This design comes from an exercise in tuning for small area, a short achievable clock period and few clock cycles per item on the open sky130 flow, not from production work.
Where RTL was checked, it was by simulation tests only, not by an equivalence proof against the original.
No functional check of the RTL was part of runs 5 and 6.
Power figures rest on the tool's default switching activity, not on a simulated workload.

==> config.mk <==
export PLATFORM = sky130hd
export DESIGN_NAME = window_line_buffer_kxk
export DESIGN_NICKNAME = window_line_buffer_kxk
export VERILOG_FILES = /design/flow/design.v
export SDC_FILE = /design/flow/constraint.sdc
export NUM_CORES = 4
export LEC_CHECK = 0
export CAP_MARGIN = 20
export CORE_MARGIN = 2
export CORE_UTILIZATION = 70
export PLACE_DENSITY = 0.75
export SETUP_SLACK_MARGIN = 3.5
export SLEW_MARGIN = 20
==> constraint.sdc <==
create_clock -name core_clock -period 6.0 [get_ports {clk}]
set_input_delay 1.2000 -clock core_clock [delete_from_list [all_inputs] [get_ports {clk}]]
set_output_delay 1.2000 -clock core_clock [all_outputs]
set_load 0.01 [all_outputs]
==> design.v <==
module window_line_buffer_kxk #(
  parameter int DATA_WIDTH = 32,
  parameter int K          = 3,
  parameter int MAX_WIDTH  = 64,
  parameter int CNT_W      = 8
) (
  input  logic                         clk,
  input  logic                         rst,
  input  logic                         frame_start,
  input  logic [CNT_W-1:0]             cfg_width,
  input  logic [CNT_W-1:0]             cfg_height,
  input  logic                         cfg_stride2,
  input  logic                         s_valid,
  output logic                         s_ready,
  input  logic [DATA_WIDTH-1:0]        s_data,
  output logic                         m_valid,
  input  logic                         m_ready,
  output logic [K*K*DATA_WIDTH-1:0]    m_window,
  output logic                         m_last,
  output logic                         frame_done,
  output logic                         cfg_err
);
  localparam int DW = DATA_WIDTH;
  localparam int NSEG = 6;    
  logic [5:0]      r_wm1;      
  logic [7:0]      r_hm1;      
  logic            r_s2;
  logic [NSEG-1:0] r_use [4];
  logic [3:0]      r_w3;
  logic            w_cfg_ok;
  logic [5:0]      w_dly;
  logic [5:0]      w_rest;
  assign w_cfg_ok = (cfg_width >= CNT_W'(3)) && (cfg_width <= CNT_W'(64)) &&
                    (cfg_height >= CNT_W'(3));
  assign w_dly    = r_wm1 - 6'd3;    
  assign w_rest   = (w_dly >= 6'd29) ? (w_dly - 6'd29) : w_dly;
  always_ff @(posedge clk) begin
    if (frame_start) begin
      r_wm1 <= 6'(cfg_width - 8'd1);
      r_hm1 <= cfg_height - 8'd1;
      r_s2  <= cfg_stride2;
    end
  end
  always_ff @(posedge clk) begin
    r_use[0] <= {w_dly >= 6'd29, w_rest[4:0]};
    r_w3[0]  <= (r_wm1 == 6'd2);
    for (int q = 1; q < 4; q++) begin
      r_use[q] <= r_use[q-1];
      r_w3[q]  <= r_w3[q-1];
    end
  end
  logic       r_run;        
  logic       r_sready;
  logic [5:0] r_icol;
  logic [7:0] r_irow;
  logic       w_push;
  logic       w_col_last;
  logic       w_row_last;
  logic       w_emit;
  logic       w_lastwin;
  assign s_ready = r_sready;
  assign w_push  = s_valid && r_sready;
  assign w_col_last = (r_icol == r_wm1);
  assign w_row_last = (r_irow == r_hm1);
  assign w_emit     = (r_irow >= 8'd2) && (r_icol >= 6'd2) &&
                      (!r_s2 || (!r_irow[0] && !r_icol[0]));
  assign w_lastwin  = w_emit &&
      ({r_icol[5:1], r_icol[0] | r_s2} == {r_wm1[5:1], r_wm1[0] | r_s2}) &&
      ({r_irow[7:1], r_irow[0] | r_s2} == {r_hm1[7:1], r_hm1[0] | r_s2});
  always_ff @(posedge clk) begin
    if (frame_start) begin
      r_icol <= '0;
      r_irow <= '0;
    end else if (w_push) begin
      if (w_col_last) begin
        r_icol <= '0;
        r_irow <= r_irow + 8'd1;
      end else begin
        r_icol <= r_icol + 6'd1;
      end
    end
  end
  logic [DW-1:0] r_fd [2];
  logic [1:0]    r_fe;         
  logic [1:0]    r_fl;         
  logic          r_wp;
  logic          r_rp;
  logic [1:0]    r_cnt;
  logic          w_pop;
  logic [DW-1:0] w_head;
  logic [1:0]    w_cnt_n;
  logic          w_run_n;
  assign w_pop   = (r_cnt != 2'd0) && (!m_valid || m_ready);
  assign w_head  = r_fd[r_rp];
  assign w_cnt_n = r_cnt + 2'(w_push) - 2'(w_pop);
  assign w_run_n = r_run && !(w_push && w_col_last && w_row_last);
  always_ff @(posedge clk) begin
    if (w_push) begin
      r_fd[r_wp] <= s_data;
      r_fe[r_wp] <= w_emit;
      r_fl[r_wp] <= w_lastwin;
    end
  end
  always_ff @(posedge clk or posedge rst) begin
    if (rst) begin
      r_run      <= 1'b0;
      r_sready   <= 1'b0;
      r_wp       <= 1'b0;
      r_rp       <= 1'b0;
      r_cnt      <= 2'd0;
      m_valid    <= 1'b0;
      m_last     <= 1'b0;
      frame_done <= 1'b0;
      cfg_err    <= 1'b0;
    end else if (frame_start) begin
      r_run      <= w_cfg_ok;
      r_sready   <= w_cfg_ok;
      r_wp       <= 1'b0;
      r_rp       <= 1'b0;
      r_cnt      <= 2'd0;
      m_valid    <= 1'b0;
      m_last     <= 1'b0;
      frame_done <= 1'b0;
      cfg_err    <= !w_cfg_ok;
    end else begin
      r_run      <= w_run_n;
      r_sready   <= w_run_n && (w_cnt_n != 2'd2);
      r_cnt      <= w_cnt_n;
      if (w_push) r_wp <= !r_wp;
      if (w_pop)  r_rp <= !r_rp;
      frame_done <= m_valid && m_ready && m_last;
      if (w_pop) begin
        m_valid <= r_fe[r_rp];
        m_last  <= r_fl[r_rp];
      end else if (m_ready) begin
        m_valid <= 1'b0;
        m_last  <= 1'b0;
      end
    end
  end
  logic [DW-1:0] r_tap [9];
  logic [DW-1:0] w_dl_in  [2];
  logic [DW-1:0] w_dl_out [2];
  assign w_dl_in[0] = r_tap[2];
  assign w_dl_in[1] = r_tap[5];
  for (genvar l = 0; l < 2; l++) begin : g_line
    for (genvar h = 0; h < 2; h++) begin : g_half
      localparam int HW = DW / 2;
      localparam int Q  = 2 * l + h;    
      logic [HW-1:0] w_si [NSEG+1];
      logic [HW-1:0] r_fix;
      for (genvar s = 0; s < NSEG; s++) begin : g_seg
        localparam int L = (s == 5) ? 29 : (1 << s);
        logic [HW-1:0] r_sr [L];
        always_ff @(posedge clk) begin
          if (w_pop) begin
            r_sr[0] <= w_si[s];
            for (int k = 1; k < L; k++) r_sr[k] <= r_sr[k-1];
          end
        end
        if (s == 2) begin : g_fix
          always_ff @(posedge clk) begin
            if (w_pop) r_fix <= r_use[Q][s] ? r_sr[L-1] : w_si[s];
          end
          assign w_si[s+1] = r_fix;
        end else begin : g_byp
          assign w_si[s+1] = r_use[Q][s] ? r_sr[L-1] : w_si[s];
        end
      end
      assign w_si[0] = w_dl_in[l][h*HW +: HW];
      assign w_dl_out[l][h*HW +: HW] = r_w3[Q] ? w_dl_in[l][h*HW +: HW]
                                                : w_si[NSEG];
    end
  end
  always_ff @(posedge clk) begin
    if (w_pop) begin
      r_tap[0] <= w_head;
      r_tap[1] <= r_tap[0];
      r_tap[2] <= r_tap[1];
      r_tap[3] <= w_dl_out[0];
      r_tap[4] <= r_tap[3];
      r_tap[5] <= r_tap[4];
      r_tap[6] <= w_dl_out[1];
      r_tap[7] <= r_tap[6];
      r_tap[8] <= r_tap[7];
    end
  end
  always_comb begin
    for (int q = 0; q < 9; q++) m_window[q*DW +: DW] = r_tap[8-q];
  end
endmodule
==> flow/run.sh <==
#!/bin/bash
set -uo pipefail
export BUFFER_PORTS_ARGS="-buffer_cell sky130_fd_sc_hd__buf_4"
export POST_GLOBAL_PLACE_TCL="$PWD/flow/outbuf.tcl"
export CTS_ARGS="-sink_clustering_enable -repair_clock_nets -sink_clustering_size 24 -sink_clustering_max_diameter 60 -dont_use_dummy_load"
bash standard.sh > standard_flow.log 2>&1
==> flow/outbuf.tcl <==
# Move each output port's buffer onto its driving cell (usually the register
# behind the port), so that the register drives only a short wire and the
# buffer drives the long wire to the pin. Detailed placement legalizes it.
set block [ord::get_db_block]
set moved 0
foreach bterm [$block getBTerms] {
  if {[$bterm getIoType] ne "OUTPUT"} { continue }
  set net [$bterm getNet]
  if {$net eq "NULL"} { continue }
  set buf ""
  foreach iterm [$net getITerms] {
    if {[$iterm isOutputSignal]} { set buf [$iterm getInst] }
  }
  if {$buf eq ""} { continue }
  set innet ""
  foreach iterm [$buf getITerms] {
    if {[$iterm isInputSignal] && [$iterm getNet] ne "NULL"} { set innet [$iterm getNet] }
  }
  if {$innet eq ""} { continue }
  set drv ""
  foreach iterm [$innet getITerms] {
    if {[$iterm isOutputSignal]} { set drv [$iterm getInst] }
  }
  if {$drv eq ""} { continue }
  set loc [$drv getLocation]
  $buf setLocation [lindex $loc 0] [lindex $loc 1]
  incr moved
}
puts "outbuf.tcl: moved $moved output buffers next to their drivers"
==> standard.sh <==
#!/bin/bash
# synth_recipe.tcl (not shown) runs the flow's synth.tcl, then flattens the netlist and writes it again
# the make line also repeats each setting of config.mk as NAME=value (left out here)
make -C /OpenROAD-flow-scripts/flow DESIGN_CONFIG=/design/flow/config.mk WORK_HOME=/design/flow/orfs CLKGATE_MAP_FILE= SYNTH_SCRIPT=/design/flow/synth_recipe.tcl "${@:-finish}"
==> implementation parameters, run 1 <==
Parameter                              Value

Run status
  Status  no timing/DRC/antenna violations

Worst setup path
  Startpoint of the most critical register-to-register path    m_valid
  Nature of the critical path startpoint    flip-flop
  Worst Setup Path Type    reg -> out
  Slack of the worst reg-to-reg path    3.56 ns
  Largest incremental delay on the critical path    0.46 ns
  Endpoint of the most critical register-to-register path    g_line[0].g_half[1].g_seg[5].r_sr[26][12]
  Critical path capture point type    output pin
  Worst path top cell family by delay    flip-flops
  Data arrival at the endpoint of the critical path    1.48 ns
  Crit path required time    4.80 ns
  Worst-case reg-to-reg path depth    6
  Critical-path cell with the highest stage delay    edfxtp_1
  Worst-path fanout max    2
  Path length in cells of the critical path    1
  Critical path, cell by cell    buf_6
  Crit path buf inv count    1

Logic synthesis
  Mapped Cells    5261
  Number of nets produced by synthesis    5328
  Number of unique standard cell types used by synthesis    49
  Largest area contributor in the synthesized netlist    edfxtp_1
  Post-synth EDFFs    4275
  Top cells by area in the synthesized netlist    edfxtp_1, mux2_2, dfxtp_1
  Post-synthesis register bit count    4327
  Post-Synthesis Cell Area    0.1364 mm2
  Post-synthesis average cell area    25.92 um2
  Fraction of post-synthesis cell area in the top cell type by area    0.9414
  Most frequently used cell type in the post-synthesis netlist    edfxtp_1
  Synth warnings    33
  Register area share after synthesis    0.9494
  Fraction of registers with async set/reset    0.002311
  Primary flip-flop cell chosen by synthesis mapping    edfxtp_1
  Most frequent cells after synthesis    edfxtp_1, mux2_2, nand2_1, o21ai_0, inv_1

Clock tree
  Hold bufs inserted after CTS    0
  CTS tree    yes
  Cts bufs inserted    215
  Clock buffer depth    3
  Sinks on Clock Net    4327
  Root buffer selected by CTS    clkbuf_16
  Number of levels in the clock H-tree    4
  Clock transition at the registers of the reported paths    0.09 ns
  Clock latency on the worst-skew pair    0.85 ns

Pwr
  Internal power consumption    0.06720 W
  Combinational power share    0.184
  Proportion of total power due to net switching    0.2752
  Relative contribution of sequential cells to total power    0.658
  Power consumption    0.09272 W
  Net switching power    0.02552 W
  Clock power frac    0.158
  Maximum vdd ir drop    741.0 uV
  Static Leak    50.55 nW
  Power density cells    611.5 mW/mm2

Timing
  Min Tclk post-route    2.684 ns
  Final Hold Viols    0
  Setup repair after global routing missed its margin    true
  Maximum operating frequency    372.6 MHz
  Relative slew slack    0.2863
  Transition time at the pin with the least slew margin    1.071 ns
  Final cycle utilization of the critical path    0.4473
  Slew Viols, Final    0
  Final sum of negative setup slack    0 ns
  Worst hold slack across all endpoints    0.3350 ns
  Setup skew after layout    0.07094 ns
  Number of failing setup endpoints in the final timing report    0

Die
  Initial Util    0.7022
  Row count    162
  Die area    0.1983 mm2
  DIE WIDTH    445.4 um
  Top-Level Pins    347
  Placeable core area    0.1942 mm2
  Die height    445.4 um

Finish
  Layout Area Growth over Synthesis    11.20%
  Share of post-route cells with drive strength above 1    0.2056
  Final cell count without fillers    8678
  Number of nets in the layout    6203
  Filler Cells Inserted    8930

Place
  Number of port buffers    346
  HPWL after detailed placement    119400 um
  Dpl cells    8168

Detailed routing
  Total Routed Length    223500 um
  Mean routed wirelength per cell    25.75 um
  Antenna viol nets, final    0
  Count of unresolved DRC violations after routing    0
  Per-cell via count in the routed design    5.818
  DRC marker count from the first detailed-route iteration    5722
  First-pass iteration count of the detailed router    6
  Vias    50490

Global routing
  Number of antenna violations at the first check in global routing    11
  Via count of the first global-routing pass    48560
  GRT overflow    0
  Global-route wire length before repair    317600 um
  GRT Overall Usage    0.2211
  Maximum number of pins on one net before global-route repair    195

Run
  Maxcap violations    0

Hold path
  Hold WC Path Type    in -> async
flip-flops by register name (all words and copies together), names as in the netlist, named ones only:
signal                    cells
g_line.g_half.g_seg.r_sr   3840
r_tap                       288
g_line.g_half.r_fix          64
r_fd                         64
r_use                        24
r_hm1                         8
r_irow                        8
r_icol                        6
r_wm1                         6
r_w3                          4
r_cnt                         2
cfg_err                       1
frame_done                    1
m_last                        1
m_valid                       1
r_rp                          1
r_run                         1
r_s2                          1
r_sready                      1
r_wp                          1
timing repair:
action / 4_1_cts / 5_1_grt
cloned: 1 / 0
endpoints found under the setup margin: 2702 / 465
resized for setup: 276 / 15
buffers inserted: 194 / 98
pin swaps: 1 / 0
how the worst max path moves through the flow:
stage	startpoint	endpoint
after global placement	m_ready	g_line[0].g_half[0].g_seg[5].r_sr[25][4]
after CTS	r_tap[5][25]	m_window[121]
after detailed placement	m_ready	g_line[1].g_half[1].g_seg[4].r_sr[10][6]
final	r_tap[5][24]	m_window[120]
after global routing	r_tap[5][18]	m_window[114]
after floorplan	m_ready	r_sready
cell type report:
type / instances / area (um2) / area share
antenna: 2 / 5.005 / 0.00003301
clock buffer: 215 / 5380 / 0.03548
inverter: 80 / 300.3 / 0.001980
multi-input combinational: 783 / 6322 / 0.04169
sequential: 4327 / 129500 / 0.8538
tap: 2542 / 3181 / 0.02098
timing repair buffer: 729 / 6978 / 0.04602
kinds of logic after synthesis:
logic type               synth area share
flip-flops                         0.9494
AO/OA/AOI/OAI                    0.006102
XOR/XNOR                         0.002679
multiplexers                      0.02898
buffers and inverters            0.004570
adder cells (fa/ha/maj)          0.001193
AND/OR/NAND/NOR                  0.007038
cell usage in the layout (no fill, tap or decap), types with 9 or more instances in the layout:
cell / n
edfxtp_1: 4275
buf_4: 405
mux2_2: 294
buf_6: 291
clkbuf_16: 215
nand2_1: 136
o21ai_0: 132
inv_1: 75
mux2i_1: 64
dfxtp_1: 39
buf_12: 33
nor2_1: 24
xor2_1: 22
xnor2_1: 16
a21oi_1: 14
ha_1: 12
dfrtp_1: 9
stage by stage:
stage	setup slack, ns	utilization	area [um2]
3_3_place_gp	2.321	0.7359	142900
2_1_floorplan	-28.61	-	136400
6_report	3.316	0.7809	151600
3_5_place_dp	2.289	0.7359	142900
4_1_cts	3.243	0.7768	150800
5_1_grt	3.227	0.7809	151600
power groups by stage:
stage | logic, W | clock network [W] | registers (W)
global placement | 0.0136 | 0 | 0.0610
CTS | 0.0166 | 0.0150 | 0.0611
global route | 0.0183 | 0.0159 | 0.0623
finish | 0.0170 | 0.0147 | 0.0610
detailed placement | 0.0146 | 0 | 0.0614
floorplan | 0.00191 | 0 | 0.0419
per-layer routing:
| layer | vias up | wire length, um | track usage |
|---|---|---|---|
| li1 | 22410 | - | - |
| met1 | 26190 | 94280 | 0.3341 |
| met2 | 1611 | 111200 | 0.3521 |
| met3 | 279 | 12270 | 0.03094 |
| met4 | 2 | 5708 | 0.05870 |
| met5 | - | 18 | 0 |
Testbench counts, summed over its fixed seeds: cycles 95,280, items 95,003.
==> inputs of run 2 (changes only) <==
--- a/config.mk
+++ b/config.mk
@@ -8,6 +8,6 @@
 export CAP_MARGIN = 20
 export CORE_MARGIN = 2
-export CORE_UTILIZATION = 70
-export PLACE_DENSITY = 0.75
-export SETUP_SLACK_MARGIN = 3.5
+export CORE_UTILIZATION = 72
+export PLACE_DENSITY = 0.77
+export SETUP_SLACK_MARGIN = 3.4
 export SLEW_MARGIN = 20
==> implementation parameters, run 2 <==
Parameter                              Value

Worst setup path
  Worst-path fanout max    2 (unchanged)
  Slack of the worst reg-to-reg path    3.40 ns (-0.16 ns)
  Data arrival at the endpoint of the critical path    1.54 ns (+0.06 ns)
  Largest incremental delay on the critical path    0.48 ns (+0.02 ns)
  Worst Setup Path Type    reg -> out
  Nature of the critical path startpoint    flip-flop
  Crit path required time    4.80 ns (about the same)
  Worst-case reg-to-reg path depth    4 (-2)
  Startpoint of the most critical register-to-register path    r_cnt[1]
  Critical-path cell with the highest stage delay    edfxtp_1
  Endpoint of the most critical register-to-register path    g_line[1].g_half[1].g_seg[5].r_sr[16][5]
  Critical path capture point type    output pin
  Crit path buf inv count    1 (unchanged)
  Worst path top cell family by delay    flip-flops
  Critical path, cell by cell    buf_6

Logic synthesis
  Synth warnings    33 (unchanged)
  Number of nets produced by synthesis    5328 (unchanged)
  Mapped Cells    5261 (unchanged)
  Top cells by area in the synthesized netlist    edfxtp_1, mux2_2, dfxtp_1
  Post-Synthesis Cell Area    0.1364 mm2 (unchanged)
  Fraction of post-synthesis cell area in the top cell type by area    0.9414 (unchanged)
  Post-synthesis average cell area    25.92 um2 (unchanged)
  Post-synth EDFFs    4275 (unchanged)
  Most frequently used cell type in the post-synthesis netlist    edfxtp_1
  Fraction of registers with async set/reset    0.002311 (unchanged)
  Post-synthesis register bit count    4327 (unchanged)
  Number of unique standard cell types used by synthesis    49 (unchanged)
  Primary flip-flop cell chosen by synthesis mapping    edfxtp_1
  Most frequent cells after synthesis    edfxtp_1, mux2_2, nand2_1, o21ai_0, inv_1
  Largest area contributor in the synthesized netlist    edfxtp_1
  Register area share after synthesis    0.9494 (unchanged)

Timing
  Setup skew after layout    0.08285 ns (+0.01191 ns)
  Min Tclk post-route    2.745 ns (+0.06117 ns)
  Maximum operating frequency    364.3 MHz (-2.2%)
  Final cycle utilization of the critical path    0.4575 (+0.01019)
  Final Hold Viols    0 (unchanged)
  Transition time at the pin with the least slew margin    1.226 ns (+0.1554 ns)
  Setup repair after global routing missed its margin    true
  Slew Viols, Final    0 (unchanged)
  Number of failing setup endpoints in the final timing report    0 (unchanged)
  Final sum of negative setup slack    0 ns (unchanged)
  Relative slew slack    0.1816 (-0.1047)

Run status
  Status  no timing/DRC/antenna violations

Place
  HPWL after detailed placement    124000 um (+3.9%)
  Number of port buffers    346 (unchanged)

Global routing
  Number of antenna violations at the first check in global routing    7 (-4)
  Global-route wire length before repair    363100 um (+14%)
  Maximum number of pins on one net before global-route repair    185 (-5.1%)
  GRT Overall Usage    0.2658 (+0.04466)
  Via count of the first global-routing pass    51980 (+7.0%)
  GRT overflow    0 (unchanged)

Run
  Maxcap violations    0 (unchanged)

Detailed routing
  Vias    53790 (+6.5%)
  Per-cell via count in the routed design    6.210 (+6.7%)
  Total Routed Length    270000 um (+21%)
  Mean routed wirelength per cell    31.18 um (+21%)
  Antenna viol nets, final    0 (unchanged)
  DRC marker count from the first detailed-route iteration    8098 (+42%)
  First-pass iteration count of the detailed router    6 (unchanged)
  Count of unresolved DRC violations after routing    0 (unchanged)

Finish
  Share of post-route cells with drive strength above 1    0.2096 (+0.004029)
  Layout Area Growth over Synthesis    11.23% (about the same)
  Register bank with the most flops    g_line.g_half.g_seg.r_sr
  Top library cells by usage in the layout, fill and taps aside    edfxtp_1, buf_4, mux2_2, buf_6, clkbuf_16
  Number of flip-flops under the largest register name    3840 (unchanged)
  Most common cell after layout, fill and taps aside    edfxtp_1
  Number of nets in the layout    6233 (+0.48%)
  Post-Route Utilization    0.8068 (+0.02591)
  Registers with the most flip-flops    g_line.g_half.g_seg.r_sr: 3840 flops, r_tap: 288 flops

Die
  Die height    439.2 um (-1.4%)
  DIE WIDTH    439.2 um (-1.4%)
  Row count    159 (-1.9%)
  Initial Util    0.7253 (+0.02309)
  Placeable core area    0.1880 mm2 (-3.2%)
  Die area    0.1929 mm2 (-2.8%)
  Top-Level Pins    347 (unchanged)

Clock tree
  Clock transition at the registers of the reported paths    0.10 ns (about the same)
  CTS tree    yes
  Clock latency on the worst-skew pair    0.91 ns (+0.06 ns)
  Clock buffer depth    3 (unchanged)
  Cts bufs inserted    210 (-2.3%)
  Sinks on Clock Net    4327 (unchanged)
  Root buffer selected by CTS    clkbuf_16
  Number of levels in the clock H-tree    4 (unchanged)

Hold path
  Hold WC Path Type    in -> async

Pwr
  Power density cells    627.8 mW/mm2 (+2.7%)
  Static Leak    50.64 nW (+0.19%)
  Maximum vdd ir drop    635.1 uV (-14%)
[run 2: changes by cell type in the layout (fill, tap and decap cells not counted)]
cell,previous run,this run
buf_4,405,441
buf_12,33,28
clkbuf_16,215,210
buf_6,291,293
o21a_2,0,2
a21oi_1,14,13
a21oi_2,0,1
buf_16,0,1
o21a_4,2,1
[run 2: worst max-delay path by stage]
stage | endpoint | slack, ns | start | cells past startpoint
global route | m_window[223] | 3.21 | r_tap[2][31] | 1
CTS | m_window[104] | 3.21 | r_tap[5][8] | 1
global placement | g_line[1].g_half[1].g_seg[4].r_sr[7][15] | 2.22 | m_ready | 5
floorplan | r_sready | -28.61 | m_ready | 9
finish | m_window[155] | 3.26 | r_tap[4][27] | 1
detailed placement | g_line[1].g_half[1].g_seg[4].r_sr[13][0] | 2.16 | m_ready | 5
[run 2: kinds of logic after synthesis]
group,Yosys count,share of synthesized area
muxes,358,0.02898
xor gates and xnor gates,40,0.002679
buffers and inverters,152,0.004570
adders and majority gates,13,0.001193
DFF,4327,0.9494
AOI/OAI and AO/OA,160,0.006102
and+or+nand+nor,211,0.007038
[run 2: stage by stage]
stage,setup slack (ns),instance area [um2],total power (W),hold slack (ns),instances
after floorplan,-28.61,136400,0.04383,0.3290,5261
after global placement,2.215,142800,0.07464,0.3826,8122
after detailed placement,2.160,142800,0.07622,0.3803,8122
after CTS,3.214,150800,0.09352,0.2573,8543
after global routing,3.209,151700,0.09849,0.3003,8659
final,3.255,151700,0.09523,0.3033,8661
[run 2: cell type report]
type,instances,area [um2]
Multi-Input combinational cell,784,6329
Inverter,80,300.3
Tap cell,2495,3122
Clock buffer,210,5255
Antenna cell,2,5.005
Timing Repair Buffer,763,7198
Sequential cell,4327,129500
Fill cell,7800,36320
[run 2: report_power, final]
| group | leakage, nW | internal, W | total (W) | switching, W |
|---|---|---|---|---|
| clock network | 2.59 | 0.00624 | 0.0151 | 0.00890 |
| logic | 6.89 | 0.00494 | 0.0178 | 0.0128 |
| registers | 41.2 | 0.0561 | 0.0623 | 0.00619 |
[run 2: metal layers]
| layer | up-vias | global-route usage | routed length (um) |
|---|---|---|---|
| met4 | 0 | 0.08951 | 10950 |
| met1 | 27710 | 0.3740 | 98950 |
| met2 | 3103 | 0.4417 | 139500 |
| met5 | - | 0 | 0 |
| li1 | 22450 | - | - |
| met3 | 516 | 0.03738 | 20630 |
[run 2: what timing repair did]
action,in CTS,in global routing
cloned,2,0
resized for setup,287,9
endpoints found under the setup margin,2887,296
hold endpoints to repair,0,0
hold buffers,0,0
pin swaps,1,0
setup buffers,209,116
==> inputs of run 3 (changes only) <==
==> flow/run.sh (replaced) <==
#!/bin/bash
set -uo pipefail
export BUFFER_PORTS_ARGS="-buffer_cell sky130_fd_sc_hd__buf_4"
export POST_GLOBAL_PLACE_TCL="$PWD/flow/outbuf.tcl"
export CTS_ARGS="-sink_clustering_enable -repair_clock_nets -sink_clustering_size 16 -sink_clustering_max_diameter 45 -dont_use_dummy_load -sink_clustering_buffer sky130_fd_sc_hd__clkbuf_8"
bash standard.sh > standard_flow.log 2>&1
--- a/config.mk
+++ b/config.mk
@@ -8,6 +8,8 @@
 export CAP_MARGIN = 20
 export CORE_MARGIN = 2
-export CORE_UTILIZATION = 72
-export PLACE_DENSITY = 0.77
+export CORE_UTILIZATION = 70
+export CTS_CLUSTER_DIAMETER = 60
+export CTS_CLUSTER_SIZE = 24
+export PLACE_DENSITY = 0.75
 export SETUP_SLACK_MARGIN = 3.4
 export SLEW_MARGIN = 20
==> implementation parameters, run 3 <==
Parameter                              Value

Worst setup path
  Worst-path fanout max    2 (unchanged)
  Crit path required time    4.80 ns (about the same)
  Critical path capture point type    output pin
  Worst Setup Path Type    reg -> out
  Critical path, cell by cell    buf_6
  Critical path launch point    r_tap[5][22]
  Largest incremental delay on the critical path    0.47 ns (about the same)
  Nature of the critical path startpoint    flip-flop
  Critical-path cell with the highest stage delay    edfxtp_1
  Startpoint of the most critical register-to-register path    m_valid
  Crit path buf inv count    1 (unchanged)
  Worst path top cell family by delay    flip-flops
  Data arrival at the endpoint of the critical path    1.55 ns (about the same)

Finish
  Register bank with the most flops    g_line.g_half.g_seg.r_sr
  Registers with the most flip-flops    g_line.g_half.g_seg.r_sr: 3840 flops, r_tap: 288 flops
  Final cell count without fillers    8839 (+2.1%)
  Share of post-route cells with drive strength above 1    0.2254 (+0.01580)
  Number of nets in the layout    6360 (+2.0%)
  Layout Area Growth over Synthesis    11.50%
  Top library cells by usage in the layout, fill and taps aside    edfxtp_1, buf_4, clkbuf_8, mux2_2, buf_6
  Number of flip-flops under the largest register name    3840 (unchanged)
  Most common cell after layout, fill and taps aside    edfxtp_1

Pwr
  Static Leak    50.86 nW (+0.43%)
  Power consumption    0.09257 W (-2.8%)
  Maximum vdd ir drop    790.3 uV (+24%)
  Power density cells    608.9 mW/mm2 (-3.0%)

Clock tree
  Sinks on Clock Net    4327 (unchanged)
  Clock transition at the registers of the reported paths    0.10 ns (about the same)
  CTS tree    yes
  Clock buffer depth    4 (+1)
  Clock latency on the worst-skew pair    0.93 ns (+0.02 ns)
  Root buffer selected by CTS    clkbuf_16
  Hold bufs inserted after CTS    0 (unchanged)
  Number of levels in the clock H-tree    5 (+1)
  Cts bufs inserted    387 (+84%)

Detailed routing
  Count of unresolved DRC violations after routing    0 (unchanged)
  Vias    50870 (-5.4%)
  Total Routed Length    215400 um (-20%)
  Antenna viol nets, final    0 (unchanged)
  Per-cell via count in the routed design    5.755 (-7.3%)
  First-pass iteration count of the detailed router    5 (-1)
  DRC marker count from the first detailed-route iteration    5229 (-35%)
  Mean routed wirelength per cell    24.37 um (-22%)

Logic synthesis
  Number of nets produced by synthesis    5328 (unchanged)
  Largest area contributor in the synthesized netlist    edfxtp_1
  Top cells by area in the synthesized netlist    edfxtp_1, mux2_2, dfxtp_1
  Post-synthesis register bit count    4327 (unchanged)
  Post-Synthesis Cell Area    0.1364 mm2 (unchanged)
  Primary flip-flop cell chosen by synthesis mapping    edfxtp_1
  Post-synthesis average cell area    25.92 um2 (unchanged)
  Number of unique standard cell types used by synthesis    49 (unchanged)
  Register area share after synthesis    0.9494 (unchanged)
  Fraction of post-synthesis cell area in the top cell type by area    0.9414 (unchanged)
  Most frequent cells after synthesis    edfxtp_1, mux2_2, nand2_1, o21ai_0, inv_1
  Fraction of registers with async set/reset    0.002311 (unchanged)
  Synth warnings    33 (unchanged)
  Mapped Cells    5261 (unchanged)
  Most frequently used cell type in the post-synthesis netlist    edfxtp_1
  Post-synth EDFFs    4275 (unchanged)

Global routing
  GRT Overall Usage    0.2130 (-0.05283)
  Maximum number of pins on one net before global-route repair    195 (+5.4%)
  GRT overflow    0 (unchanged)
  Via count of the first global-routing pass    48830 (-6.0%)
  Global-route wire length before repair    308100 um (-15%)
  Number of antenna violations at the first check in global routing    9 (+2)

Die
  DIE WIDTH    445.4 um (+1.4%)
  Row count    162 (+1.9%)
  Placeable core area    0.1942 mm2 (+3.3%)
  Initial Util    0.7022 (-0.02309)
  Top-Level Pins    347 (unchanged)
  Die area    0.1983 mm2 (+2.8%)
  Die height    445.4 um (+1.4%)

Run status
  Status  no timing/DRC/antenna violations

Timing
  Transition time at the pin with the least slew margin    1.025 ns (-0.2013 ns)
  Maximum operating frequency    363.5 MHz (-0.21%)
  Number of failing setup endpoints in the final timing report    0 (unchanged)
  Setup repair after global routing missed its margin    true
  Min Tclk post-route    2.751 ns (+0.005890 ns)
  Final sum of negative setup slack    0 ns (unchanged)
  Setup skew after layout    0.06551 ns (-0.01735 ns)
  Worst hold slack across all endpoints    0.2823 ns (-0.02094 ns)
  Final cycle utilization of the critical path    0.4585 (+0.0009817)
  Slew Viols, Final    0 (unchanged)
  Relative slew slack    0.3169 (+0.1353)
  Final Hold Viols    0 (unchanged)

Place
  HPWL after detailed placement    119400 um (-3.7%)
  Dpl cells    8168 (+0.57%)
  Number of port buffers    346 (unchanged)

Run
  Maxcap violations    0 (unchanged)

Hold path
  Hold WC Path Type    in -> async
-- run 3: cell counts after synthesis --
Identical to the previous run, type by type.
-- run 3: layout make-up --
cell class / count / area, um2
Antenna cell: 6 / 15.01
Clock buffer: 387 / 5878
Fill cell: 8762 / 42150
Inverter: 80 / 300.3
Multi-Input combinational cell: 783 / 6322
Sequential cell: 4327 / 129500
Tap cell: 2542 / 3181
Timing Repair Buffer: 714 / 6869
-- run 3: cells by family (layout without fill, tap and decap cells) --
logic type	Yosys count	in the layout	share of synthesized area
simple gates	211	211	0.007038
mux	358	358	0.02898
fa+ha+maj	13	13	0.001193
compound gates	160	161	0.006102
other cells	0	6	0
xor+xnor	40	40	0.002679
flops	4327	4327	0.9494
buf+inv	152	1181	0.004570
-- run 3: report_power, final --
part	internal [W]	switching, W	total (W)
Clock	0.00650	0.00854	0.0150
Sequential	0.0560	0.00476	0.0607
Combinational	0.00480	0.0120	0.0168
-- run 3: stage by stage --
stage               setup WS [ns]  area [um2]  utilization
floorplan                  -28.61      136400            -
global placement            2.321      142900       0.7359
detailed placement          2.289      142900       0.7359
CTS                         3.181      151300       0.7792
global route                3.188      152000       0.7829
finish                      3.249      152000       0.7830
-- run 3: path summary, 6_finish.rpt --
| kind | slack [ns] | cells past startpoint | to |
|---|---|---|---|
| worst max-delay path | 3.25 | 1 | m_window[118] |
| worst min-delay path | 0.28 | 2 | m_last |
| worst min register to register | 0.36 | 0 | g_line[0].g_half[1].g_seg[4].r_sr[15][6] |
| min in group core_clock | 0.36 | 0 | g_line[0].g_half[1].g_seg[4].r_sr[15][6] |
| max in group asynchronous | 5.41 | 2 | r_rp |
| worst max register to register | 3.55 | 6 | g_line[1].g_half[1].g_seg[5].r_sr[2][9] |
-- run 3: per-layer routing --
layer | global-route usage | part of all wire | wire length, um | vias up
met5 | 0 | 0.000060 | 13 | -
met4 | 0.06484 | 0.029 | 6175 | 2
met3 | 0.03915 | 0.059 | 12650 | 383
met2 | 0.3242 | 0.48 | 103300 | 1613
met1 | 0.3260 | 0.43 | 93330 | 26190
li1 | - | - | - | 22690
-- run 3: timing repair --
action                     4_1_cts  5_1_grt
cloned                           1        0
resized for setup              276       15
buffers inserted               193       83
setup endpoints to repair     1390      467
==> inputs of run 4 (changes only) <==
==> flow/run.sh (replaced) <==
#!/bin/bash
set -uo pipefail
export BUFFER_PORTS_ARGS="-buffer_cell sky130_fd_sc_hd__buf_4"
export POST_GLOBAL_PLACE_TCL="$PWD/flow/outbuf.tcl"
export CTS_ARGS="-sink_clustering_enable -repair_clock_nets -sink_clustering_size 18 -sink_clustering_max_diameter 50 -dont_use_dummy_load -sink_clustering_buffer sky130_fd_sc_hd__clkbuf_8"
bash standard.sh > standard_flow.log 2>&1
==> implementation parameters, run 4 <==
Parameter                              Value

Finish
  Layout Area Growth over Synthesis    10.75%
  Number of nets in the layout    6283 (-1.2%)
  Top library cells by usage in the layout, fill and taps aside    edfxtp_1, buf_4, mux2_2, buf_6, clkbuf_8
  Most common cell after layout, fill and taps aside    edfxtp_1
  Registers with the most flip-flops    g_line.g_half.g_seg.r_sr: 3840 flops, r_tap: 288 flops
  Area taken by multi-input logic gates    0.006316 mm2 (about the same)
  Total area of sequential cells    0.1295 mm2 (unchanged)
  Filler Cells Inserted    8939 (+2.0%)
  Register bank with the most flops    g_line.g_half.g_seg.r_sr
  Number of flip-flops under the largest register name    3840 (unchanged)
  Share of post-route cells with drive strength above 1    0.2158 (-0.009598)

Timing
  Min Tclk post-route    2.741 ns (-0.01022 ns)
  Final Hold Viols    0 (unchanged)
  Final cycle utilization of the critical path    0.4568 (-0.001703)
  Slew Viols, Final    0 (unchanged)
  Setup skew after layout    0.08002 ns (+0.01451 ns)
  Final sum of negative setup slack    0 ns (unchanged)
  Maximum operating frequency    364.9 MHz (+0.37%)
  Final worst setup slack    3.259 ns (+0.01022 ns)
  Number of failing setup endpoints in the final timing report    0 (unchanged)
  Setup repair after global routing missed its margin    true
  Transition time at the pin with the least slew margin    1.030 ns (+0.005784 ns)
  Relative slew slack    0.3131 (-0.003856)

Run status
  Status  no timing/DRC/antenna violations

Worst setup path
  Worst-path fanout max    2 (unchanged)
  Crit path required time    4.80 ns (about the same)
  Nature of the critical path startpoint    flip-flop
  Startpoint of the most critical register-to-register path    m_valid
  Worst path top cell family by delay    flip-flops
  Slack of the worst reg-to-reg path    3.48 ns (-0.07 ns)
  Critical path launch point    r_tap[5][10]
  Critical-path cell with the highest stage delay    edfxtp_1
  Worst-case reg-to-reg path depth    4 (-2)
  Critical path capture point type    output pin
  Path length in cells of the critical path    1 (unchanged)
  Largest incremental delay on the critical path    0.44 ns (-0.03 ns)
  Critical path, cell by cell    buf_6
  Crit path buf inv count    1 (unchanged)
  Data arrival at the endpoint of the critical path    1.54 ns (about the same)
  Worst Setup Path Type    reg -> out

Detailed routing
  Count of unresolved DRC violations after routing    0 (unchanged)
  Antenna viol nets, final    0 (unchanged)
  First-pass iteration count of the detailed router    6 (+1)
  Total Routed Length    210900 um (-2.1%)
  Vias    50430 (-0.86%)
  DRC marker count from the first detailed-route iteration    5673 (+8.5%)
  Mean routed wirelength per cell    24.07 um (-1.2%)
  Per-cell via count in the routed design    5.756 (about the same)

Logic synthesis
  Number of nets produced by synthesis    5328 (unchanged)
  Most frequent cells after synthesis    edfxtp_1, mux2_2, nand2_1, o21ai_0, inv_1
  Register area share after synthesis    0.9494 (unchanged)
  Primary flip-flop cell chosen by synthesis mapping    edfxtp_1
  Mapped Cells    5261 (unchanged)
  Most frequently used cell type in the post-synthesis netlist    edfxtp_1
  Post-synth EDFFs    4275 (unchanged)
  Fraction of registers with async set/reset    0.002311 (unchanged)
  Number of unique standard cell types used by synthesis    49 (unchanged)
  Synth warnings    33 (unchanged)
  Post-Synthesis Cell Area    0.1364 mm2 (unchanged)
  Fraction of post-synthesis cell area in the top cell type by area    0.9414 (unchanged)
  Largest area contributor in the synthesized netlist    edfxtp_1
  Post-synthesis register bit count    4327 (unchanged)
  Top cells by area in the synthesized netlist    edfxtp_1, mux2_2, dfxtp_1
  Post-synthesis average cell area    25.92 um2 (unchanged)

Clock tree
  Sinks on Clock Net    4327 (unchanged)
  CTS tree    yes
  Clock buffer depth    4 (unchanged)
  Hold bufs inserted after CTS    0 (unchanged)
  Root buffer selected by CTS    clkbuf_16
  Cts bufs inserted    318 (-18%)
  Clock latency on the worst-skew pair    0.91 ns (-0.02 ns)
  Number of levels in the clock H-tree    5 (unchanged)
  Clock transition at the registers of the reported paths    0.10 ns (about the same)

Global routing
  Global-route wire length before repair    304000 um (-1.3%)
  Maximum number of pins on one net before global-route repair    195 (unchanged)
  Number of antenna violations at the first check in global routing    9 (unchanged)
  Via count of the first global-routing pass    48150 (-1.4%)
  GRT overflow    0 (unchanged)
  GRT Overall Usage    0.2104 (-0.002543)

Run
  Maxcap violations    0 (unchanged)

Pwr
  Power consumption    0.09102 W (-1.7%)
  Static Leak    50.33 nW (-1.1%)
  Maximum vdd ir drop    834.0 uV (+5.5%)
  Power density cells    602.7 mW/mm2 (-1.0%)

Place
  Setup slack after placement    2.289 ns (unchanged)
  Number of port buffers    346 (unchanged)
  HPWL after detailed placement    119400 um (unchanged)

Die
  Row count    162 (unchanged)
  Placeable core area    0.1942 mm2 (unchanged)
  Initial Util    0.7022 (unchanged)
  Top-Level Pins    347 (unchanged)
  Die height    445.4 um (unchanged)
  Die area    0.1983 mm2 (unchanged)
  DIE WIDTH    445.4 um (unchanged)

Hold path
  Hold WC Path Type    in -> async
## run 4: cell counts after synthesis
Identical to the previous run, type by type.
## run 4: worst paths after layout
kind	to
setup / recovery	m_window[106]
hold / removal	frame_done
setup reg to reg	g_line[0].g_half[1].g_seg[5].r_sr[12][11]
hold reg to reg	g_line[1].g_half[0].g_seg[5].r_sr[16][13]
max in group asynchronous	r_rp
min in group core_clock	g_line[1].g_half[0].g_seg[5].r_sr[16][13]
## run 4: repair_timing
item                       4_1_cts  5_1_grt
buffers inserted               194       74
pin swaps                        1        0
resized for setup              274       15
setup endpoints to repair      948      293
cloned                           1        0
## run 4: through the flow
step	cell area, um2	instances	hold WS (ns)	util
2_1_floorplan	136400	5261	0.3290	-
3_3_place_gp	142900	8168	0.3781	0.7359
3_5_place_dp	142900	8168	0.3783	0.7359
4_1_cts	150400	8681	0.2382	0.7743
5_1_grt	151000	8758	0.2906	0.7776
6_report	151000	8762	0.3000	0.7777
## run 4: area by class of cell
type	count	area share
multi-input cells	783	0.04182
flip-flops and latches	4327	0.8573
inverters	80	0.001988
clock buffers	318	0.03264
repair buffers	706	0.04506
well taps	2542	0.02106
diodes	6	0.00009942
## run 4: worst reg2reg max path, stage by stage, from the launching register on
cell and delay [ns]:
dfrtp_1 0.39, buf_4 0.15, nand2b_4 0.12, o21a_2 0.76, buf_4 0.73
## run 4: power by group
group	switching [W]	internal, W	leakage (nW)	total [W]
combinational	0.0119	0.00477	6.62	0.0167
clock	0.00818	0.00551	2.54	0.0137
sequential	0.00469	0.0559	41.2	0.0606
total	0.0248	0.0662	50.3	0.0910
## run 4: logic make-up after synthesis
group	synth area share
mux	0.02898
simple gates	0.007038
xor+xnor	0.002679
fa+ha+maj	0.001193
buf+inv	0.004570
flops	0.9494
compound gates	0.006102
## run 4: per-layer routing
metal	wire, um	GRT usage	part of all wire	vias to the layer above
met4	5507	0.05930	0.026	0
met5	0	0	0	-
met1	92960	0.3245	0.44	26060
met3	11770	0.03561	0.056	370
met2	100700	0.3224	0.48	1468
li1	-	-	-	22530
==> inputs of run 5 (changes only) <==
--- a/design.v
+++ b/design.v
@@ -22,10 +22,9 @@
 );
   localparam int DW = DATA_WIDTH;
-  localparam int NSEG = 6;    
+  localparam int NSEG = 6;
   logic [5:0]      r_wm1;      
   logic [7:0]      r_hm1;      
   logic            r_s2;
   logic [NSEG-1:0] r_use [4];
-  logic [3:0]      r_w3;
   logic            w_cfg_ok;
   logic [5:0]      w_dly;
@@ -33,6 +32,6 @@
   assign w_cfg_ok = (cfg_width >= CNT_W'(3)) && (cfg_width <= CNT_W'(64)) &&
                     (cfg_height >= CNT_W'(3));
-  assign w_dly    = r_wm1 - 6'd3;    
-  assign w_rest   = (w_dly >= 6'd29) ? (w_dly - 6'd29) : w_dly;
+  assign w_dly    = r_wm1 - 6'd2;    
+  assign w_rest   = (w_dly >= 6'd30) ? (w_dly - 6'd30) : w_dly;
   always_ff @(posedge clk) begin
     if (frame_start) begin
@@ -43,10 +42,6 @@
   end
   always_ff @(posedge clk) begin
-    r_use[0] <= {w_dly >= 6'd29, w_rest[4:0]};
-    r_w3[0]  <= (r_wm1 == 6'd2);
-    for (int q = 1; q < 4; q++) begin
-      r_use[q] <= r_use[q-1];
-      r_w3[q]  <= r_w3[q-1];
-    end
+    r_use[0] <= {w_dly >= 6'd30, w_rest[4:0]};
+    for (int q = 1; q < 4; q++) r_use[q] <= r_use[q-1];
   end
   logic       r_run;        
@@ -149,7 +144,6 @@
       localparam int Q  = 2 * l + h;    
       logic [HW-1:0] w_si [NSEG+1];
-      logic [HW-1:0] r_fix;
       for (genvar s = 0; s < NSEG; s++) begin : g_seg
-        localparam int L = (s == 5) ? 29 : (1 << s);
+        localparam int L = (s == 5) ? 30 : (1 << s);
         logic [HW-1:0] r_sr [L];
         always_ff @(posedge clk) begin
@@ -159,16 +153,8 @@
           end
         end
-        if (s == 2) begin : g_fix
-          always_ff @(posedge clk) begin
-            if (w_pop) r_fix <= r_use[Q][s] ? r_sr[L-1] : w_si[s];
-          end
-          assign w_si[s+1] = r_fix;
-        end else begin : g_byp
-          assign w_si[s+1] = r_use[Q][s] ? r_sr[L-1] : w_si[s];
-        end
+        assign w_si[s+1] = r_use[Q][s] ? r_sr[L-1] : w_si[s];
       end
       assign w_si[0] = w_dl_in[l][h*HW +: HW];
-      assign w_dl_out[l][h*HW +: HW] = r_w3[Q] ? w_dl_in[l][h*HW +: HW]
-                                                : w_si[NSEG];
+      assign w_dl_out[l][h*HW +: HW] = w_si[NSEG];
     end
   end
==> flow/run.sh (replaced) <==
#!/bin/bash
set -uo pipefail
export BUFFER_PORTS_ARGS="-buffer_cell sky130_fd_sc_hd__buf_4"
export POST_GLOBAL_PLACE_TCL="$PWD/flow/outbuf.tcl"
bash standard.sh > standard_flow.log 2>&1
==> implementation parameters, run 5 <==
Parameter                              Value

Clock tree
  Root buffer selected by CTS    clkbuf_16
  Clock latency on the worst-skew pair    0.88 ns (-0.03 ns)
  Clock buffer depth    3 (-1)
  Clock transition at the registers of the reported paths    0.09 ns (about the same)
  Cts bufs inserted    210 (-34%)
  Sinks on Clock Net    4323 (-0.092%)
  Hold bufs inserted after CTS    0 (unchanged)
  Number of levels in the clock H-tree    4 (-1)
  CTS tree    yes

Timing
  Final cycle utilization of the critical path    0.4514 (-0.005352)
  Setup repair after global routing missed its margin    true
  Worst hold slack across all endpoints    0.3359 ns (+0.03587 ns)
  Final Hold Viols    0 (unchanged)
  Final sum of negative setup slack    0 ns (unchanged)
  Slew Viols, Final    0 (unchanged)
  Final worst setup slack    3.291 ns (+0.03211 ns)
  Transition time at the pin with the least slew margin    1.104 ns (+0.07333 ns)
  Setup skew after layout    0.03928 ns (-0.04074 ns)
  Maximum operating frequency    369.2 MHz (+1.2%)
  Number of failing setup endpoints in the final timing report    0 (unchanged)
  Relative slew slack    0.2608 (-0.05222)
  Min Tclk post-route    2.709 ns (-0.03211 ns)

Detailed routing
  Mean routed wirelength per cell    24.35 um (+1.2%)
  First-pass iteration count of the detailed router    8 (+2)
  Count of unresolved DRC violations after routing    0 (unchanged)
  DRC marker count from the first detailed-route iteration    5915 (+4.3%)
  Total Routed Length    223000 um (+5.7%)
  Per-cell via count in the routed design    5.810 (+0.95%)
  Antenna viol nets, final    0 (unchanged)
  Vias    53210 (+5.5%)

Logic synthesis
  Number of unique standard cell types used by synthesis    48 (-2.0%)
  Post-synthesis average cell area    24.76 um2 (-4.5%)
  Mapped Cells    5557 (+5.6%)
  Register area share after synthesis    0.9403 (-0.009095)
  Number of nets produced by synthesis    5623 (+5.5%)
  Synth warnings    33 (unchanged)
  Post-synthesis register bit count    4323 (-0.092%)
  Primary flip-flop cell chosen by synthesis mapping    edfxtp_1
  Post-Synthesis Cell Area    0.1376 mm2 (+0.90%)
  Most frequent cells after synthesis    edfxtp_1, nor2_1, nor2b_1, nand2_1, o31ai_1
  Most frequently used cell type in the post-synthesis netlist    edfxtp_1
  Largest area contributor in the synthesized netlist    edfxtp_1
  Top cells by area in the synthesized netlist    edfxtp_1, o31ai_1, nor2b_1
  Fraction of post-synthesis cell area in the top cell type by area    0.9330 (-0.008441)
  Post-synth EDFFs    4275 (unchanged)
  Fraction of registers with async set/reset    0.002313 (about the same)

Finish
  Total area of sequential cells    0.1294 mm2 (about the same)
  Registers with the most flip-flops    g_line.g_half.g_seg.r_sr: 3904 flops, r_tap: 288 flops, r_fd: 64 flops
  Most common cell after layout, fill and taps aside    edfxtp_1
  Share of post-route cells with drive strength above 1    0.1862 (-0.02956)
  Filler Cells Inserted    8942 (+0.034%)
  Top library cells by usage in the layout, fill and taps aside    edfxtp_1, buf_4, buf_6, clkbuf_16, nor2_1
  Number of nets in the layout    6476 (+3.1%)
  Final instance area    0.1542 mm2 (+2.1%)
  Register bank with the most flops    g_line.g_half.g_seg.r_sr
  Number of flip-flops under the largest register name    3904 (+1.7%)
  Area taken by multi-input logic gates    0.007642 mm2 (+21%)
  Layout Area Growth over Synthesis    12.08%

Run status
  Status  no timing/DRC/antenna violations

Pwr
  Proportion of total power due to net switching    0.2640 (-0.008582)
  Combinational power share    0.166 (-0.018)
  Internal power consumption    0.06810 W (+2.8%)
  Relative contribution of sequential cells to total power    0.663 (-0.003)
  Static Leak    51.27 nW (+1.9%)
  Power density cells    599.9 mW/mm2 (-0.46%)
  Clock power frac    0.171 (+0.021)
  Power consumption    0.09252 W (+1.7%)
  Net switching power    0.02442 W (-1.6%)
  Maximum vdd ir drop    431.9 uV (-48%)

Global routing
  GRT Overall Usage    0.2151 (+0.004704)
  Global-route wire length before repair    316300 um (+4.1%)
  Number of antenna violations at the first check in global routing    7 (-2)
  GRT overflow    0 (unchanged)
  Via count of the first global-routing pass    50560 (+5.0%)
  Maximum number of pins on one net before global-route repair    215 (+10%)

Worst setup path
  Nature of the critical path startpoint    flip-flop
  Worst Setup Path Type    reg -> out
  Crit path buf inv count    1 (unchanged)
  Critical-path cell with the highest stage delay    edfxtp_1
  Worst-path fanout max    2 (unchanged)
  Worst path top cell family by delay    flip-flops
  Largest incremental delay on the critical path    0.47 ns (+0.03 ns)
  Critical path capture point type    output pin
  Crit path required time    4.80 ns (about the same)
  Data arrival at the endpoint of the critical path    1.51 ns (-0.03 ns)
  Critical path, cell by cell    buf_6

Place
  Placed cell areas    0.1438 mm2 (+0.62%)
  Number of port buffers    346 (unchanged)
  Setup slack after placement    2.319 ns (+0.02963 ns)
  HPWL after detailed placement    120400 um (+0.88%)

Die
  Top-Level Pins    347 (unchanged)
  DIE WIDTH    447.4 um (+0.45%)
  Row count    162 (unchanged)
  Die area    0.2001 mm2 (+0.90%)
  Placeable core area    0.1952 mm2 (+0.52%)
  Die height    447.4 um (+0.45%)
  Initial Util    0.7049 (+0.002674)

Run
  Maxcap violations    0 (unchanged)

Hold path
  Hold WC Path Type    in -> async
[run 5: cell count changes after synthesis, moves of 17 or more]
cell	delta
a21oi_1	+62
o31ai_1	+137
o21ai_0	-130
clkbuf_1	+27
nor2_1	+177
o31a_1	+64
buf_2	+17
mux2_4	+40
mux2i_1	-62
nor2b_1	+138
o31ai_2	+55
inv_1	-61
a22oi_1	+60
mux2_2	-231
[run 5: cells by family after synthesis]
family,count (synthesis),share of synthesized area
xor+xnor,37,0.002355
compound gates,407,0.02343
mux,105,0.009666
simple gates,549,0.01878
buf+inv,124,0.004329
fa+ha+maj,12,0.001091
flops,4323,0.9403
[run 5: cell type report]
cell class	instances	area share
flip-flops and latches	4323	0.8391
multi-input cells	1110	0.04956
repair buffers	750	0.04840
clock buffers	268	0.03664
well taps	2624	0.02129
clock inverters	63	0.004633
inverters	15	0.0003651
diodes	4	0.00006491
[run 5: path summary, 6_finish.rpt]
check / startpoint / to / slack, ns / cells after the start
hold reg to reg: g_line[0].g_half[1].g_seg[1].r_sr[0][12] / g_line[0].g_half[1].g_seg[1].r_sr[1][12] / 0.39 / 0
setup reg to reg: r_cnt[1] / g_line[1].g_half[0].g_seg[4].r_sr[8][2] / 3.42 / 5
min in group core_clock: g_line[0].g_half[1].g_seg[1].r_sr[0][12] / g_line[0].g_half[1].g_seg[1].r_sr[1][12] / 0.39 / 0
hold / removal: rst / cfg_err / 0.34 / 2
setup / recovery: r_tap[1][12] / m_window[236] / 3.29 / 1
max in group asynchronous: rst / r_rp / 5.35 / 2
[run 5: per-layer routing]
layer | vias up | global-route usage | share of wire
met5 | - | 0 | 0
met2 | 1787 | 0.3317 | 0.48
met4 | 0 | 0.06242 | 0.029
met1 | 27360 | 0.3296 | 0.43
met3 | 325 | 0.03469 | 0.063
li1 | 23740 | - | -
[run 5: timing repair]
item | 4_1_cts | 5_1_grt
pin swaps | 0 | 0
gates cloned | 4 | 10
setup buffers | 201 | 114
endpoints found under the hold margin | 0 | 0
setup endpoints to repair | 1635 | 2476
gates resized for setup | 288 | 40
[run 5: metrics by stage]
step / cells / util
finish: 9157 / 0.7901
global route: 9154 / 0.7900
CTS: 9027 / 0.7833
detailed placement: 8491 / 0.7366
global placement: 8491 / 0.7366
floorplan: 5557 / -
[run 5: power groups by stage]
stage	registers, W	logic, W	clock network (W)
5_1_grt	0.0628	0.0165	0.0171
4_1_cts	0.0615	0.0145	0.0161
2_1_floorplan	0.0405	0.00188	0
3_3_place_gp	0.0613	0.0113	0
3_5_place_dp	0.0618	0.0123	0
6_report	0.0613	0.0154	0.0158
==> inputs of run 6 (changes only) <==
--- a/config.mk
+++ b/config.mk
@@ -9,6 +9,6 @@
 export CORE_MARGIN = 2
 export CORE_UTILIZATION = 70
-export CTS_CLUSTER_DIAMETER = 60
-export CTS_CLUSTER_SIZE = 24
+export CTS_CLUSTER_DIAMETER = 50
+export CTS_CLUSTER_SIZE = 20
 export PLACE_DENSITY = 0.75
 export SETUP_SLACK_MARGIN = 3.4
==> implementation parameters, run 6 <==
Parameter                              Value

Detailed routing
  Total Routed Length    244400 um (+9.6%)
  DRC marker count from the first detailed-route iteration    6675 (+13%)
  Antenna viol nets, final    0 (unchanged)
  Vias    54890 (+3.2%)
  First-pass iteration count of the detailed router    7 (-1)
  Mean routed wirelength per cell    26.30 um (+8.0%)
  Per-cell via count in the routed design    5.906 (+1.6%)
  Count of unresolved DRC violations after routing    0 (unchanged)

Clock tree
  Clock transition at the registers of the reported paths    0.08 ns (about the same)
  Clock buffer depth    4 (+1)
  Clock latency on the worst-skew pair    0.93 ns (+0.05 ns)
  CTS tree    yes
  Sinks on Clock Net    4323 (unchanged)
  Cts bufs inserted    298 (+42%)
  Root buffer selected by CTS    clkbuf_16
  Hold bufs inserted after CTS    0 (unchanged)
  Number of levels in the clock H-tree    5 (+1)

Global routing
  Via count of the first global-routing pass    53200 (+5.2%)
  Number of antenna violations at the first check in global routing    9 (+2)
  GRT Overall Usage    0.2342 (+0.01906)
  GRT overflow    0 (unchanged)
  Global-route wire length before repair    340200 um (+7.5%)
  Maximum number of pins on one net before global-route repair    215 (unchanged)

Logic synthesis
  Post-synthesis average cell area    24.76 um2 (unchanged)
  Primary flip-flop cell chosen by synthesis mapping    edfxtp_1
  Post-synthesis register bit count    4323 (unchanged)
  Register area share after synthesis    0.9403 (unchanged)
  Top cells by area in the synthesized netlist    edfxtp_1, o31ai_1, nor2b_1
  Synth warnings    33 (unchanged)
  Number of nets produced by synthesis    5623 (unchanged)
  Post-Synthesis Cell Area    0.1376 mm2 (unchanged)
  Largest area contributor in the synthesized netlist    edfxtp_1
  Fraction of registers with async set/reset    0.002313 (unchanged)
  Mapped Cells    5557 (unchanged)
  Most frequently used cell type in the post-synthesis netlist    edfxtp_1
  Fraction of post-synthesis cell area in the top cell type by area    0.9330 (unchanged)
  Most frequent cells after synthesis    edfxtp_1, nor2_1, nor2b_1, nand2_1, o31ai_1
  Post-synth EDFFs    4275 (unchanged)
  Number of unique standard cell types used by synthesis    48 (unchanged)

Worst setup path
  Endpoint of the most critical register-to-register path    g_line[1].g_half[0].g_seg[4].r_sr[2][15]
  Critical-path cell with the highest stage delay    edfxtp_1
  Largest incremental delay on the critical path    0.49 ns (+0.02 ns)
  Data arrival at the endpoint of the critical path    1.59 ns (+0.08 ns)
  Crit path buf inv count    1 (unchanged)
  Worst-path fanout max    2 (unchanged)
  Crit path required time    4.80 ns (about the same)
  Worst-case reg-to-reg path depth    5 (unchanged)
  Critical path capture point type    output pin
  Worst Setup Path Type    reg -> out
  Nature of the critical path startpoint    flip-flop
  Critical path, cell by cell    buf_6
  Startpoint of the most critical register-to-register path    r_cnt[1]
  Worst path top cell family by delay    flip-flops
  Slack of the worst reg-to-reg path    3.36 ns (-0.06 ns)

Timing
  Min Tclk post-route    2.794 ns (+0.08595 ns)
  Setup skew after layout    0.04458 ns (+0.005294 ns)
  Maximum operating frequency    357.9 MHz (-3.1%)
  Final cycle utilization of the critical path    0.4657 (+0.01433)
  Transition time at the pin with the least slew margin    1.103 ns (-0.0009923 ns)
  Final sum of negative setup slack    0 ns (unchanged)
  Final Hold Viols    0 (unchanged)
  Relative slew slack    0.2615 (+0.0006650)
  Final worst setup slack    3.206 ns (-0.08595 ns)
  Slew Viols, Final    0 (unchanged)
  Setup repair after global routing missed its margin    true
  Number of failing setup endpoints in the final timing report    0 (unchanged)

Finish
  Top library cells by usage in the layout, fill and taps aside    edfxtp_1, buf_4, clkbuf_16, buf_6, nor2_1
  Layout Area Growth over Synthesis    14.09%
  Most common cell after layout, fill and taps aside    edfxtp_1
  Total area of sequential cells    0.1294 mm2 (unchanged)
  Register bank with the most flops    g_line.g_half.g_seg.r_sr
  Final instance area    0.1570 mm2 (+1.8%)
  Area taken by multi-input logic gates    0.007642 mm2 (unchanged)
  Filler Cells Inserted    8527 (-4.6%)
  Number of nets in the layout    6575 (+1.5%)
  Number of flip-flops under the largest register name    3904 (unchanged)
  Registers with the most flip-flops    g_line.g_half.g_seg.r_sr: 3904 flops, r_tap: 288 flops, r_fd: 64 flops
  Share of post-route cells with drive strength above 1    0.2035 (+0.01720)

Pwr
  Power consumption    0.09741 W (+5.3%)
  Power density cells    620.5 mW/mm2 (+3.4%)
  Static Leak    52.63 nW (+2.7%)
  Maximum vdd ir drop    405.9 uV (-6.0%)

Die
  Placeable core area    0.1952 mm2 (unchanged)
  Die height    447.4 um (unchanged)
  Row count    162 (unchanged)
  Top-Level Pins    347 (unchanged)
  Die area    0.2001 mm2 (unchanged)
  Initial Util    0.7049 (unchanged)
  DIE WIDTH    447.4 um (unchanged)

Place
  HPWL after detailed placement    120400 um (unchanged)
  Placed cell areas    0.1438 mm2 (unchanged)
  Setup slack after placement    2.319 ns (unchanged)
  Number of port buffers    346 (unchanged)

Hold path
  Hold WC Path Type    in -> async

Run status
  Status  no timing/DRC/antenna violations

Run
  Maxcap violations    0 (unchanged)
run 6: cell count changes in the layout (fill, tap and decap cells not counted), moves of 5 or more:
cell / change
clkbuf_16: +89
buf_4: +12
clkbuf_1: -9
clkinv_4: +8
clkinv_8: +8
inv_8: +7
clkinv_2: +6
clkinvlp_4: +6
clkinv_1: +5
run 6: cell families after synthesis:
family / after synthesis / share of synthesized area
simple gates: 549 / 0.01878
fa+ha+maj: 12 / 0.001091
flops: 4323 / 0.9403
mux: 105 / 0.009666
xor+xnor: 37 / 0.002355
buf+inv: 124 / 0.004329
compound gates: 407 / 0.02343
run 6: layout make-up:
type / instances / area share
Tap cell: 2624 / 0.02091
Timing Repair Buffer: 761 / 0.04815
Clock buffer: 346 / 0.04986
Multi-Input combinational cell: 1110 / 0.04868
Sequential cell: 4323 / 0.8243
Clock inverter: 110 / 0.007684
Inverter: 15 / 0.0003587
Antenna cell: 4 / 0.00006376
run 6: worst max-delay path by stage:
stage | to | cells after the start | start
2_1_floorplan | r_sready | 8 | m_valid
5_1_grt | m_window[149] | 1 | r_tap[4][21]
3_5_place_dp | g_line[1].g_half[1].g_seg[4].r_sr[13][5] | 6 | m_ready
6_report | m_window[149] | 1 | r_tap[4][21]
4_1_cts | m_window[171] | 1 | r_tap[3][11]
3_3_place_gp | g_line[0].g_half[0].g_seg[4].r_sr[1][14] | 6 | m_ready
run 6: power breakdown:
part           switching (W)  internal (W)  total (W)  leakage, nW
logic                 0.0105       0.00520     0.0157         7.12
registers            0.00602        0.0558     0.0619         41.1
clock network        0.00982        0.0100     0.0199         4.40
run 6: metal layers:
layer	up-vias	routed length [um]	track usage
met5	-	0	0
met1	28130	96480	0.3393
met4	0	8658	0.07861
met2	2297	121700	0.3722
met3	456	17590	0.04185
li1	24000	-	-
run 6: per-stage QoR:
| step | cells | util | hold slack, ns |
|---|---|---|---|
| 6_report | 9293 | 0.8042 | 0.2649 |
| 5_1_grt | 9291 | 0.8042 | 0.2544 |
| 3_5_place_dp | 8491 | 0.7366 | 0.3788 |
| 2_1_floorplan | 5557 | - | 0.3258 |
| 3_3_place_gp | 8491 | 0.7366 | 0.3908 |
| 4_1_cts | 9157 | 0.7973 | 0.2208 |
run 6: what timing repair did:
action | in CTS | in global routing
buffers inserted | 205 | 121
gates resized for setup | 291 | 35
cloned | 5 | 9
endpoints found under the setup margin | 1726 | 2262
pin swaps | 0 | 1

separate check: timing with driven ports:
Ports are ideal in the flow. The routed layouts listed here were re-timed in OpenROAD.
Step 1, drivers: a clkbuf_16 drives clk and a buf_2 each remaining input, both assumed.
Step 2 adds t to the input delays and takes it off the output delays; t is the mean of the earliest and latest rising clock arrival at the registers after step 1. Input paths then give back, and output paths get back, about the clock's delay inside the block.
Slacks: no drivers / after step 1 / after step 2; pairs: no drivers / after step 1.
| run | t (ns) | setup slack, ns | worst hold slack (ns) | worst slew at a driven data input, ns |
|---|---|---|---|---|
| run 1 | 0.912 | 3.316 / 3.224 / 2.758 | 0.335 / 0.268 / 0.363 | 0.10 |
| run 2 | 0.951 | 3.255 / 3.161 / 2.620 | 0.303 / 0.230 / 0.378 | 0.14 |
| run 3 | 0.972 | 3.249 / 3.163 / 2.721 | 0.282 / 0.222 / 0.364 | 0.11 |
| run 4 | 0.965 | 3.259 / 3.171 / 2.638 | 0.300 / 0.238 / 0.369 | 0.11 |
| run 5 | 0.941 | 3.291 / 3.205 / 2.462 | 0.336 / 0.271 / 0.385 | 0.08 |
| run 6 | 0.999 | 3.206 / 3.115 / 2.471 | 0.265 / 0.195 / 0.392 | 0.10 |
After both steps setup and hold are still met in every run listed. For run 5, which loses most, drivers alone change the setup slack by -0.086 ns; drivers and shift together by -0.829 ns.
